This design comes from an exercise in tuning for small area and a short achievable clock period on the open sky130 flow, not from production work. Only simulation tests tie the RTL to the original design; equivalence was not proved.

==> run F <==
==> flow/design.v <==
`default_nettype none
`default_nettype wire
`default_nettype none
package md5_pkg;
    typedef logic [32-1:0] word_t;
    typedef struct packed {
        word_t d;
        word_t c;
        word_t b;
        word_t a;
    } state_t;
    typedef logic [512-1:0] block_t;               
    typedef logic [$clog2(16)-1:0] step_t;
    typedef enum logic [1:0] {
        RND_F,
        RND_G,
        RND_H,
        RND_I
    } round_e;
    typedef enum logic {
        ST_IDLE,
        ST_RUN
    } stage_state_e;
endpackage
`default_nettype wire
`timescale 1ns/1ns
`default_nettype none
module md5_const_rom
#(
    parameter logic [1:0] ROUND = md5_pkg::RND_F
)
(
    input  logic [3:0]  i_step,
    output logic [31:0] o_k_next,
    output logic [4:0]  o_shift
);
    localparam logic [2047:0] K_ALL = {
        32'hd76aa478, 32'he8c7b756, 32'h242070db, 32'hc1bdceee,
        32'hf57c0faf, 32'h4787c62a, 32'ha8304613, 32'hfd469501,
        32'h698098d8, 32'h8b44f7af, 32'hffff5bb1, 32'h895cd7be,
        32'h6b901122, 32'hfd987193, 32'ha679438e, 32'h49b40821,
        32'hf61e2562, 32'hc040b340, 32'h265e5a51, 32'he9b6c7aa,
        32'hd62f105d, 32'h02441453, 32'hd8a1e681, 32'he7d3fbc8,
        32'h21e1cde6, 32'hc33707d6, 32'hf4d50d87, 32'h455a14ed,
        32'ha9e3e905, 32'hfcefa3f8, 32'h676f02d9, 32'h8d2a4c8a,
        32'hfffa3942, 32'h8771f681, 32'h6d9d6122, 32'hfde5380c,
        32'ha4beea44, 32'h4bdecfa9, 32'hf6bb4b60, 32'hbebfbc70,
        32'h289b7ec6, 32'heaa127fa, 32'hd4ef3085, 32'h04881d05,
        32'hd9d4d039, 32'he6db99e5, 32'h1fa27cf8, 32'hc4ac5665,
        32'hf4292244, 32'h432aff97, 32'hab9423a7, 32'hfc93a039,
        32'h655b59c3, 32'h8f0ccc92, 32'hffeff47d, 32'h85845dd1,
        32'h6fa87e4f, 32'hfe2ce6e0, 32'ha3014314, 32'h4e0811a1,
        32'hf7537e82, 32'hbd3af235, 32'h2ad7d2bb, 32'heb86d391
    };
    localparam logic [79:0] S_ALL = {
        5'd7, 5'd12, 5'd17, 5'd22,
        5'd5, 5'd9,  5'd14, 5'd20,
        5'd4, 5'd11, 5'd16, 5'd23,
        5'd6, 5'd10, 5'd15, 5'd21
    };
    localparam logic [2079:0] K_EXT = {K_ALL, 32'd0};
    localparam logic [511:0] K_NEXT = K_EXT[2079 - 512 * ROUND - 32 -: 512];
    always_comb
    begin
        o_k_next = K_NEXT[511 - 32 * i_step -: 32];
        o_shift  = S_ALL[79 - 20 * ROUND - 5 * i_step[1:0] -: 5];
    end
endmodule
`default_nettype wire
`timescale 1ns/1ns
`default_nettype none
module md5_round_stage
#(
    parameter logic [1:0] ROUND = md5_pkg::RND_F
)
(
    input  wire logic   Clk,
    input  wire logic   Rst_n,
    input  wire logic   i_load,
    input  md5_pkg::state_t      i_work,
    input  md5_pkg::block_t      i_msg,       
    input  md5_pkg::state_t      i_chain,
    input  md5_pkg::word_t       i_x,         
    output logic        o_done,
    output md5_pkg::state_t      o_work,      
    output md5_pkg::block_t      o_msg,       
    output md5_pkg::state_t      o_chain,
    output md5_pkg::word_t       o_x,         
    output md5_pkg::state_t      o_work_q,
    output md5_pkg::word_t       o_x_q
);
    function automatic integer sig(input integer r, input integer t);
        case (r)
            0:       sig = t % 16;
            1:       sig = (1 + 5 * t) % 16;
            2:       sig = (5 + 3 * t) % 16;
            default: sig = (7 * t) % 16;
        endcase
    endfunction
    function automatic integer sig_inv(input integer r, input integer w);
        case (r)
            0:       sig_inv = w % 16;
            1:       sig_inv = (13 * (w + 15)) % 16;
            2:       sig_inv = (11 * (w + 11)) % 16;
            default: sig_inv = (7 * w) % 16;
        endcase
    endfunction
    localparam integer R     = ROUND;
    localparam logic   FIRST = (ROUND == md5_pkg::RND_F);
    localparam logic   LAST  = (ROUND == md5_pkg::RND_I);
    localparam integer OFF   = FIRST ? 16 : 15;
    localparam integer M_POS = FIRST ? 0 : 1;
    logic                  act_q;
    logic                  last_q;
    logic                  prep_q;
    logic [3:0]            cnt_q;
    md5_pkg::state_t       work_q;
    md5_pkg::block_t       msg_q;
    md5_pkg::state_t       chain_q;
    md5_pkg::word_t        x_q;
    md5_pkg::word_t        k_rom;
    md5_pkg::word_t        k_next;
    md5_pkg::word_t        f_val;
    md5_pkg::word_t        sum;
    md5_pkg::word_t        rot;
    md5_pkg::word_t        step_res;
    md5_pkg::word_t        m_next;
    md5_pkg::block_t       msg_rot;
    md5_pkg::block_t       msg_out;
    logic [3:0]            cnt_d;
    md5_pkg::word_t        k_q;
    assign cnt_d = i_load ? (FIRST ? 4'd15 : 4'd0) : cnt_q + 1'b1;
    md5_const_rom #(
        .ROUND    (ROUND)
    ) u_rom (
        .i_step   (cnt_d),
        .o_k_next (k_rom),
        .o_shift  ()
    );
    always_comb
    begin
        unique case (ROUND)
            md5_pkg::RND_F: f_val = (work_q.b & work_q.c) | (~work_q.b & work_q.d);
            md5_pkg::RND_G: f_val = (work_q.b & work_q.d) | (work_q.c & ~work_q.d);
            md5_pkg::RND_H: f_val = work_q.b ^ work_q.c ^ work_q.d;
            md5_pkg::RND_I: f_val = work_q.c ^ (work_q.b | ~work_q.d);
        endcase
    end
    assign sum = f_val + x_q;
    localparam integer S0 = (R == 0) ? 7  : (R == 1) ? 5  : (R == 2) ? 4  : 6;
    localparam integer S1 = (R == 0) ? 12 : (R == 1) ? 9  : (R == 2) ? 11 : 10;
    localparam integer S2 = (R == 0) ? 17 : (R == 1) ? 14 : (R == 2) ? 16 : 15;
    localparam integer S3 = (R == 0) ? 22 : (R == 1) ? 20 : (R == 2) ? 23 : 21;
    always_comb
    begin
        unique case (cnt_q[1:0])
            2'd0: rot = (sum << S0) | (sum >> (32 - S0));
            2'd1: rot = (sum << S1) | (sum >> (32 - S1));
            2'd2: rot = (sum << S2) | (sum >> (32 - S2));
            2'd3: rot = (sum << S3) | (sum >> (32 - S3));
        endcase
    end
    assign step_res = work_q.b + rot;
    assign o_work.a = work_q.d;
    assign o_work.b = step_res;
    assign o_work.c = work_q.b;
    assign o_work.d = work_q.c;
    genvar p;
    generate
        for (p = 0; p < 16; p = p + 1)
        begin : g_word
            assign msg_rot[32 * p +: 32] = msg_q[32 * ((p + 1) % 16) +: 32];
            assign msg_out[32 * p +: 32] =
                msg_q[32 * ((sig_inv(R, sig((R + 1) % 4, p)) + 32 - OFF) % 16) +: 32];
        end
    endgenerate
    localparam integer P_NEXT0 = (sig_inv(R, sig((R + 1) % 4, 0)) + 32 - OFF) % 16;
    always_ff @(posedge Clk)
        k_q <= (FIRST && i_load) ? 32'hd76aa478 : k_rom;
    assign k_next = k_q;
    generate
        if (LAST)
            assign m_next = last_q ? chain_q.a : msg_q[32 * M_POS +: 32];
        else
            assign m_next = last_q ? msg_q[32 * P_NEXT0 +: 32] : msg_q[32 * M_POS +: 32];
    endgenerate
    assign o_done = last_q;
    assign o_x    = work_q.d + k_next + m_next;
    assign o_msg    = msg_out;
    assign o_chain  = chain_q;
    assign o_work_q = work_q;
    assign o_x_q    = x_q;
    always_ff @(posedge Clk or posedge Rst_n)
    begin
        if (Rst_n)
        begin
            act_q  <= 1'b0;
            last_q <= 1'b0;
            prep_q <= 1'b0;
            cnt_q  <= '0;
        end
        else if (i_load)
        begin
            act_q  <= 1'b1;
            last_q <= 1'b0;
            prep_q <= FIRST;
            cnt_q  <= cnt_d;
        end
        else
        begin
            cnt_q  <= cnt_d;
            last_q <= act_q && (cnt_q == 4'd14);
            prep_q <= 1'b0;
            if (last_q)
                act_q <= 1'b0;
        end
    end
    generate
        if (FIRST)
        begin : g_first
            always_ff @(posedge Clk)
            begin
                if (i_load)
                begin
                    work_q.a <= i_work.b;
                    work_q.b <= i_work.c;
                    work_q.c <= i_work.d;
                    work_q.d <= i_work.a;
                    msg_q    <= i_msg;
                    chain_q  <= i_chain;
                end
                else
                begin
                    work_q.a <= o_work.a;
                    work_q.b <= prep_q ? work_q.a : o_work.b;
                    work_q.c <= o_work.c;
                    work_q.d <= o_work.d;
                    msg_q    <= msg_rot;
                end
                x_q <= o_x;
            end
        end
        else
        begin : g_next
            always_ff @(posedge Clk)
            begin
                if (i_load)
                begin
                    work_q  <= i_work;
                    msg_q   <= i_msg;
                    chain_q <= i_chain;
                    x_q     <= i_x;
                end
                else
                begin
                    work_q  <= o_work;
                    msg_q   <= msg_rot;
                    x_q     <= o_x;
                end
            end
        end
    endgenerate
endmodule
`default_nettype wire
`timescale 1ns/1ns
`default_nettype none
module md5_digest_stage
(
    input  md5_pkg::state_t      i_state,
    input  md5_pkg::word_t       i_sum_a,     
    input  md5_pkg::state_t      i_chain,
    output md5_pkg::state_t      o_digest
);
    assign o_digest.a = i_sum_a;
    assign o_digest.b = i_state.b + i_chain.b;
    assign o_digest.c = i_state.c + i_chain.c;
    assign o_digest.d = i_state.d + i_chain.d;
endmodule
`default_nettype wire
`timescale 1ns/1ns
`default_nettype none
module md5_core
(
    input  wire logic   Clk,
    input  wire logic   Rst_n,
    input  wire logic   i_valid,
    input  md5_pkg::block_t      i_block,
    input  md5_pkg::state_t      i_chain,
    output logic        o_valid,
    output md5_pkg::state_t      o_digest
);
    logic            done_0, done_1, done_2, done_3;
    md5_pkg::state_t work_0, work_1, work_2, work_3;
    md5_pkg::block_t msg_0, msg_1, msg_2;
    md5_pkg::state_t chain_0, chain_1, chain_2, chain_3;
    md5_pkg::word_t  x_0, x_1, x_2;
    md5_pkg::state_t work_q_3;
    md5_pkg::word_t  x_q_3;
    md5_pkg::state_t digest;
    md5_round_stage #(.ROUND(md5_pkg::RND_F)) u_rnd_f (
        .Clk      (Clk),
        .Rst_n    (Rst_n),
        .i_load   (i_valid),
        .i_work   (i_chain),
        .i_msg    (i_block),
        .i_chain  (i_chain),
        .i_x      ('0),
        .o_done   (done_0),
        .o_work   (work_0),
        .o_msg    (msg_0),
        .o_chain  (chain_0),
        .o_x      (x_0),
        .o_work_q (),
        .o_x_q    ()
    );
    md5_round_stage #(.ROUND(md5_pkg::RND_G)) u_rnd_g (
        .Clk      (Clk),
        .Rst_n    (Rst_n),
        .i_load   (done_0),
        .i_work   (work_0),
        .i_msg    (msg_0),
        .i_chain  (chain_0),
        .i_x      (x_0),
        .o_done   (done_1),
        .o_work   (work_1),
        .o_msg    (msg_1),
        .o_chain  (chain_1),
        .o_x      (x_1),
        .o_work_q (),
        .o_x_q    ()
    );
    md5_round_stage #(.ROUND(md5_pkg::RND_H)) u_rnd_h (
        .Clk      (Clk),
        .Rst_n    (Rst_n),
        .i_load   (done_1),
        .i_work   (work_1),
        .i_msg    (msg_1),
        .i_chain  (chain_1),
        .i_x      (x_1),
        .o_done   (done_2),
        .o_work   (work_2),
        .o_msg    (msg_2),
        .o_chain  (chain_2),
        .o_x      (x_2),
        .o_work_q (),
        .o_x_q    ()
    );
    md5_round_stage #(.ROUND(md5_pkg::RND_I)) u_rnd_i (
        .Clk      (Clk),
        .Rst_n    (Rst_n),
        .i_load   (done_2),
        .i_work   (work_2),
        .i_msg    (msg_2),
        .i_chain  (chain_2),
        .i_x      (x_2),
        .o_done   (done_3),
        .o_work   (work_3),
        .o_msg    (),
        .o_chain  (chain_3),
        .o_x      (),
        .o_work_q (work_q_3),
        .o_x_q    (x_q_3)
    );
    md5_digest_stage u_digest (
        .i_state  (work_q_3),
        .i_sum_a  (x_q_3),
        .i_chain  (chain_3),
        .o_digest (digest)
    );
    logic fin_q;
    always_ff @(posedge Clk or posedge Rst_n)
    begin
        if (Rst_n)
        begin
            fin_q   <= 1'b0;
            o_valid <= 1'b0;
        end
        else
        begin
            fin_q   <= done_3;
            o_valid <= fin_q;
        end
    end
    always_ff @(posedge Clk)
        o_digest <= digest;
endmodule
`default_nettype wire
==> flow/flow/run.sh <==
#!/bin/bash
# Own flow: the standard layout (standard.sh, unchanged synthesis), with
# two placement/repair settings added to config.mk:
#  - port buffers are buf_1 cells instead of the resizer's default choice.
# The clock period and constraints are the standard flow's own (constraint.sdc).
set -euo pipefail
cat >> config.mk <<'EOC'
export SETUP_SLACK_MARGIN = 6.5
export BUFFER_PORTS_ARGS = -buffer_cell sky130_fd_sc_hd__buf_1
EOC
bash standard.sh > standard.log 2>&1
==> flow/standard.sh <==
#!/bin/bash
# synth_recipe.tcl (not shown) runs the flow's synth.tcl, then flattens the netlist and writes it again
# the make line also repeats each setting of config.mk as NAME=value (left out here)
make -C /OpenROAD-flow-scripts/flow DESIGN_CONFIG=/design/flow/config.mk WORK_HOME=/design/flow/orfs CLKGATE_MAP_FILE= SYNTH_SCRIPT=/design/flow/synth_recipe.tcl "${@:-finish}"
==> flow/config.mk <==
export PLATFORM = sky130hd
export DESIGN_NAME = md5_core
export DESIGN_NICKNAME = md5_core
export VERILOG_FILES = /design/flow/design.v
export SDC_FILE = /design/flow/constraint.sdc
export NUM_CORES = 4
export LEC_CHECK = 0
export ABC_AREA = 1
export CAP_MARGIN = 20
export CORE_MARGIN = 2
export CORE_UTILIZATION = 50
export CTS_CLUSTER_DIAMETER = 100
export CTS_CLUSTER_SIZE = 30
export SLEW_MARGIN = 20
export SETUP_SLACK_MARGIN = 6.5
export BUFFER_PORTS_ARGS = -buffer_cell sky130_fd_sc_hd__buf_1
==> flow/constraint.sdc <==
create_clock -name core_clock -period 11.0 [get_ports {Clk}]
set_input_delay 2.2000 -clock core_clock [delete_from_list [all_inputs] [get_ports {Clk}]]
set_output_delay 2.2000 -clock core_clock [all_outputs]
set_load 0.01 [all_outputs]
==> run G: changes against run F <==
--- a/flow/design.v
+++ b/flow/design.v
@@ -59,5 +59,5 @@
         5'd6, 5'd10, 5'd15, 5'd21
     };
-    localparam logic [2079:0] K_EXT = {K_ALL, 32'd0};
+    localparam logic [2079:0] K_EXT = {K_ALL, K_ALL[2047 -: 32]};
     localparam logic [511:0] K_NEXT = K_EXT[2079 - 512 * ROUND - 32 -: 512];
     always_comb
@@ -88,5 +88,5 @@
     output md5_pkg::word_t       o_x,         
     output md5_pkg::state_t      o_work_q,
-    output md5_pkg::word_t       o_x_q
+    output md5_pkg::word_t       o_rot
 );
     function automatic integer sig(input integer r, input integer t);
@@ -106,12 +106,7 @@
         endcase
     endfunction
-    localparam integer R     = ROUND;
-    localparam logic   FIRST = (ROUND == md5_pkg::RND_F);
-    localparam logic   LAST  = (ROUND == md5_pkg::RND_I);
-    localparam integer OFF   = FIRST ? 16 : 15;
-    localparam integer M_POS = FIRST ? 0 : 1;
+    localparam integer R = ROUND;
     logic                  act_q;
     logic                  last_q;
-    logic                  prep_q;
     logic [3:0]            cnt_q;
     md5_pkg::state_t       work_q;
@@ -119,22 +114,18 @@
     md5_pkg::state_t       chain_q;
     md5_pkg::word_t        x_q;
-    md5_pkg::word_t        k_rom;
     md5_pkg::word_t        k_next;
+    logic [4:0]            shift;
     md5_pkg::word_t        f_val;
     md5_pkg::word_t        sum;
     md5_pkg::word_t        rot;
-    md5_pkg::word_t        step_res;
     md5_pkg::word_t        m_next;
     md5_pkg::block_t       msg_rot;
     md5_pkg::block_t       msg_out;
-    logic [3:0]            cnt_d;
-    md5_pkg::word_t        k_q;
-    assign cnt_d = i_load ? (FIRST ? 4'd15 : 4'd0) : cnt_q + 1'b1;
     md5_const_rom #(
         .ROUND    (ROUND)
     ) u_rom (
-        .i_step   (cnt_d),
-        .o_k_next (k_rom),
-        .o_shift  ()
+        .i_step   (cnt_q),
+        .o_k_next (k_next),
+        .o_shift  (shift)
     );
     always_comb
@@ -147,5 +138,5 @@
         endcase
     end
-    assign sum = f_val + x_q;
+    assign sum     = f_val + x_q;
     localparam integer S0 = (R == 0) ? 7  : (R == 1) ? 5  : (R == 2) ? 4  : 6;
     localparam integer S1 = (R == 0) ? 12 : (R == 1) ? 9  : (R == 2) ? 11 : 10;
@@ -161,7 +152,6 @@
         endcase
     end
-    assign step_res = work_q.b + rot;
     assign o_work.a = work_q.d;
-    assign o_work.b = step_res;
+    assign o_work.b = work_q.b + rot;
     assign o_work.c = work_q.b;
     assign o_work.d = work_q.c;
@@ -172,23 +162,15 @@
             assign msg_rot[32 * p +: 32] = msg_q[32 * ((p + 1) % 16) +: 32];
             assign msg_out[32 * p +: 32] =
-                msg_q[32 * ((sig_inv(R, sig((R + 1) % 4, p)) + 32 - OFF) % 16) +: 32];
+                msg_q[32 * ((sig_inv(R, sig((R + 1) % 4, p)) + 1) % 16) +: 32];
         end
     endgenerate
-    localparam integer P_NEXT0 = (sig_inv(R, sig((R + 1) % 4, 0)) + 32 - OFF) % 16;
-    always_ff @(posedge Clk)
-        k_q <= (FIRST && i_load) ? 32'hd76aa478 : k_rom;
-    assign k_next = k_q;
-    generate
-        if (LAST)
-            assign m_next = last_q ? chain_q.a : msg_q[32 * M_POS +: 32];
-        else
-            assign m_next = last_q ? msg_q[32 * P_NEXT0 +: 32] : msg_q[32 * M_POS +: 32];
-    endgenerate
+    localparam integer P_NEXT0 = (sig_inv(R, sig((R + 1) % 4, 0)) + 1) % 16;
     assign o_done = last_q;
+    assign m_next = last_q ? msg_q[32 * P_NEXT0 +: 32] : msg_q[32 +: 32];
     assign o_x    = work_q.d + k_next + m_next;
     assign o_msg    = msg_out;
     assign o_chain  = chain_q;
     assign o_work_q = work_q;
-    assign o_x_q    = x_q;
+    assign o_rot    = rot;
     always_ff @(posedge Clk or posedge Rst_n)
     begin
@@ -197,5 +179,4 @@
             act_q  <= 1'b0;
             last_q <= 1'b0;
-            prep_q <= 1'b0;
             cnt_q  <= '0;
         end
@@ -204,61 +185,30 @@
             act_q  <= 1'b1;
             last_q <= 1'b0;
-            prep_q <= FIRST;
-            cnt_q  <= cnt_d;
+            cnt_q  <= '0;
         end
         else
         begin
-            cnt_q  <= cnt_d;
+            cnt_q  <= cnt_q + 1'b1;
             last_q <= act_q && (cnt_q == 4'd14);
-            prep_q <= 1'b0;
-            if (last_q)
+            if (cnt_q == 4'd15)
                 act_q <= 1'b0;
         end
     end
-    generate
-        if (FIRST)
-        begin : g_first
-            always_ff @(posedge Clk)
-            begin
-                if (i_load)
-                begin
-                    work_q.a <= i_work.b;
-                    work_q.b <= i_work.c;
-                    work_q.c <= i_work.d;
-                    work_q.d <= i_work.a;
-                    msg_q    <= i_msg;
-                    chain_q  <= i_chain;
-                end
-                else
-                begin
-                    work_q.a <= o_work.a;
-                    work_q.b <= prep_q ? work_q.a : o_work.b;
-                    work_q.c <= o_work.c;
-                    work_q.d <= o_work.d;
-                    msg_q    <= msg_rot;
-                end
-                x_q <= o_x;
-            end
+    always_ff @(posedge Clk)
+    begin
+        if (i_load)
+        begin
+            work_q  <= i_work;
+            msg_q   <= i_msg;
+            chain_q <= i_chain;
+            x_q     <= i_x;
         end
         else
-        begin : g_next
-            always_ff @(posedge Clk)
-            begin
-                if (i_load)
-                begin
-                    work_q  <= i_work;
-                    msg_q   <= i_msg;
-                    chain_q <= i_chain;
-                    x_q     <= i_x;
-                end
-                else
-                begin
-                    work_q  <= o_work;
-                    msg_q   <= msg_rot;
-                    x_q     <= o_x;
-                end
-            end
+        begin
+            work_q  <= o_work;
+            msg_q   <= msg_rot;
+            x_q     <= o_x;
         end
-    endgenerate
+    end
 endmodule
 `default_nettype wire
@@ -268,9 +218,8 @@
 (
     input  md5_pkg::state_t      i_state,
-    input  md5_pkg::word_t       i_sum_a,     
     input  md5_pkg::state_t      i_chain,
     output md5_pkg::state_t      o_digest
 );
-    assign o_digest.a = i_sum_a;
+    assign o_digest.a = i_state.a + i_chain.a;
     assign o_digest.b = i_state.b + i_chain.b;
     assign o_digest.c = i_state.c + i_chain.c;
@@ -295,7 +244,9 @@
     md5_pkg::state_t chain_0, chain_1, chain_2, chain_3;
     md5_pkg::word_t  x_0, x_1, x_2;
+    md5_pkg::word_t  x_in;
     md5_pkg::state_t work_q_3;
-    md5_pkg::word_t  x_q_3;
+    md5_pkg::word_t  rot_3;
     md5_pkg::state_t digest;
+    assign x_in = i_chain.a + 32'hd76aa478 + i_block[31:0];
     md5_round_stage #(.ROUND(md5_pkg::RND_F)) u_rnd_f (
         .Clk      (Clk),
@@ -305,5 +256,5 @@
         .i_msg    (i_block),
         .i_chain  (i_chain),
-        .i_x      ('0),
+        .i_x      (x_in),
         .o_done   (done_0),
         .o_work   (work_0),
@@ -312,5 +263,5 @@
         .o_x      (x_0),
         .o_work_q (),
-        .o_x_q    ()
+        .o_rot    ()
     );
     md5_round_stage #(.ROUND(md5_pkg::RND_G)) u_rnd_g (
@@ -328,5 +279,5 @@
         .o_x      (x_1),
         .o_work_q (),
-        .o_x_q    ()
+        .o_rot    ()
     );
     md5_round_stage #(.ROUND(md5_pkg::RND_H)) u_rnd_h (
@@ -344,5 +295,5 @@
         .o_x      (x_2),
         .o_work_q (),
-        .o_x_q    ()
+        .o_rot    ()
     );
     md5_round_stage #(.ROUND(md5_pkg::RND_I)) u_rnd_i (
@@ -360,9 +311,8 @@
         .o_x      (),
         .o_work_q (work_q_3),
-        .o_x_q    (x_q_3)
+        .o_rot    (rot_3)
     );
     md5_digest_stage u_digest (
         .i_state  (work_q_3),
-        .i_sum_a  (x_q_3),
         .i_chain  (chain_3),
         .o_digest (digest)
==> flow/run.sh (new file) <==
#!/bin/bash
# synth_recipe.tcl (not shown) runs the flow's synth.tcl, then flattens the netlist and writes it again
# the make line also repeats each setting of config.mk as NAME=value (left out here)
make -C /OpenROAD-flow-scripts/flow DESIGN_CONFIG=/design/flow/config.mk WORK_HOME=/design/flow/orfs CLKGATE_MAP_FILE= SYNTH_SCRIPT=/design/flow/synth_recipe.tcl finish
ABC_AREA = unset   (was 1)
BUFFER_PORTS_ARGS = unset   (was -buffer_cell sky130_fd_sc_hd__buf_1)
CORE_UTILIZATION = 40   (was 50)
CTS_CLUSTER_DIAMETER = unset   (was 100)
CTS_CLUSTER_SIZE = unset   (was 30)
SETUP_SLACK_MARGIN = 5   (was 6.5)
removed: flow/flow/run.sh
removed: flow/standard.sh
==> run B: changes against run F <==
CTS_CLUSTER_DIAMETER = unset   (was 100)
CTS_CLUSTER_SIZE = unset   (was 30)
==> results.txt <==
* Status: finished clean
* Commonest non-fill, non-tap cells in the layout: 4254 x nand2_1, 2656 x o21ai_0, 2555 x dfxtp_1
* Die Span Y at 537.4 um
* Horiz. Die Dim at between 500 and 600 um
* H-tree levels at 4
* Synth cell count leaders: 4499 x nand2_1, 2876 x o21ai_0, 2848 x dfxtp_1
* Met3 usage at 8.443%
* Gate Count Post-Synth at 17234
* Vias at between 100k and 150k
The numbers above come from run F.

==> results.txt <==
* Status: finished clean
* Met3 usage at 5.275%
* Horiz. Die Dim at 594.9 um
* Syn avg cell area at 11.69 um^2
* H-tree levels at 5
* Synth cell count leaders: 2720 x dfxtp_1, 2445 x mux2_2, 620 x a21oi_1
* Gate Count Post-Synth at around 12000
The numbers above come from run G.

==> results.txt <==
* DP Area at 148200 um^2
* Synth cell count leaders: 4499 x nand2_1, 2876 x o21ai_0, 2848 x dfxtp_1
* Met3 usage at 8.829%
* Status: finished clean
* Async S/R FF share, synth at 0.7972%
* Slowest CP cell: dfxtp_4
* Slowest Stage Delay on Critical Path at 380 ps
* Inverter count at 2065
* Commonest non-fill, non-tap cells in the layout: 4278 x nand2_1, 2662 x o21ai_0, 2578 x dfxtp_1
* Vias at 122526
* Gate Count Post-Synth at 17234
* Die Span Y at 537.4 um
The numbers above come from run B.

## what the ideal ports hide
The results above use ideal ports. As a check the final layouts listed here were re-extracted and re-timed, cells and wires unchanged.
Step 1 assumes that a clkbuf_16 drives the clock port and a buf_2 every other input.
Step 2 moves the port delays by t, midway between the first and last clock arrival at a register: inputs arrive t later, outputs are due t later. That takes back most of the time a late clock gives input paths.
Slacks: ideal ports / drivers / drivers and shift; pairs: ideal ports / drivers.
run | shift t [ns] | setup slack, ns | worst slew at a driven data input, ns | cell pins on the clock port's net
run F | 1.018 | 6.386 / 6.386 / 5.771 | 0.18 | 1
run G | 1.069 | 4.720 / 4.720 / 4.096 | 0.23 | 1
run B | 1.046 | 6.295 / 6.295 / 5.808 | 0.20 | 1
After both steps every run listed still meets setup and hold. For run G, which loses most, drivers alone change the setup slack by 0.000 ns; drivers and shift together by -0.624 ns.
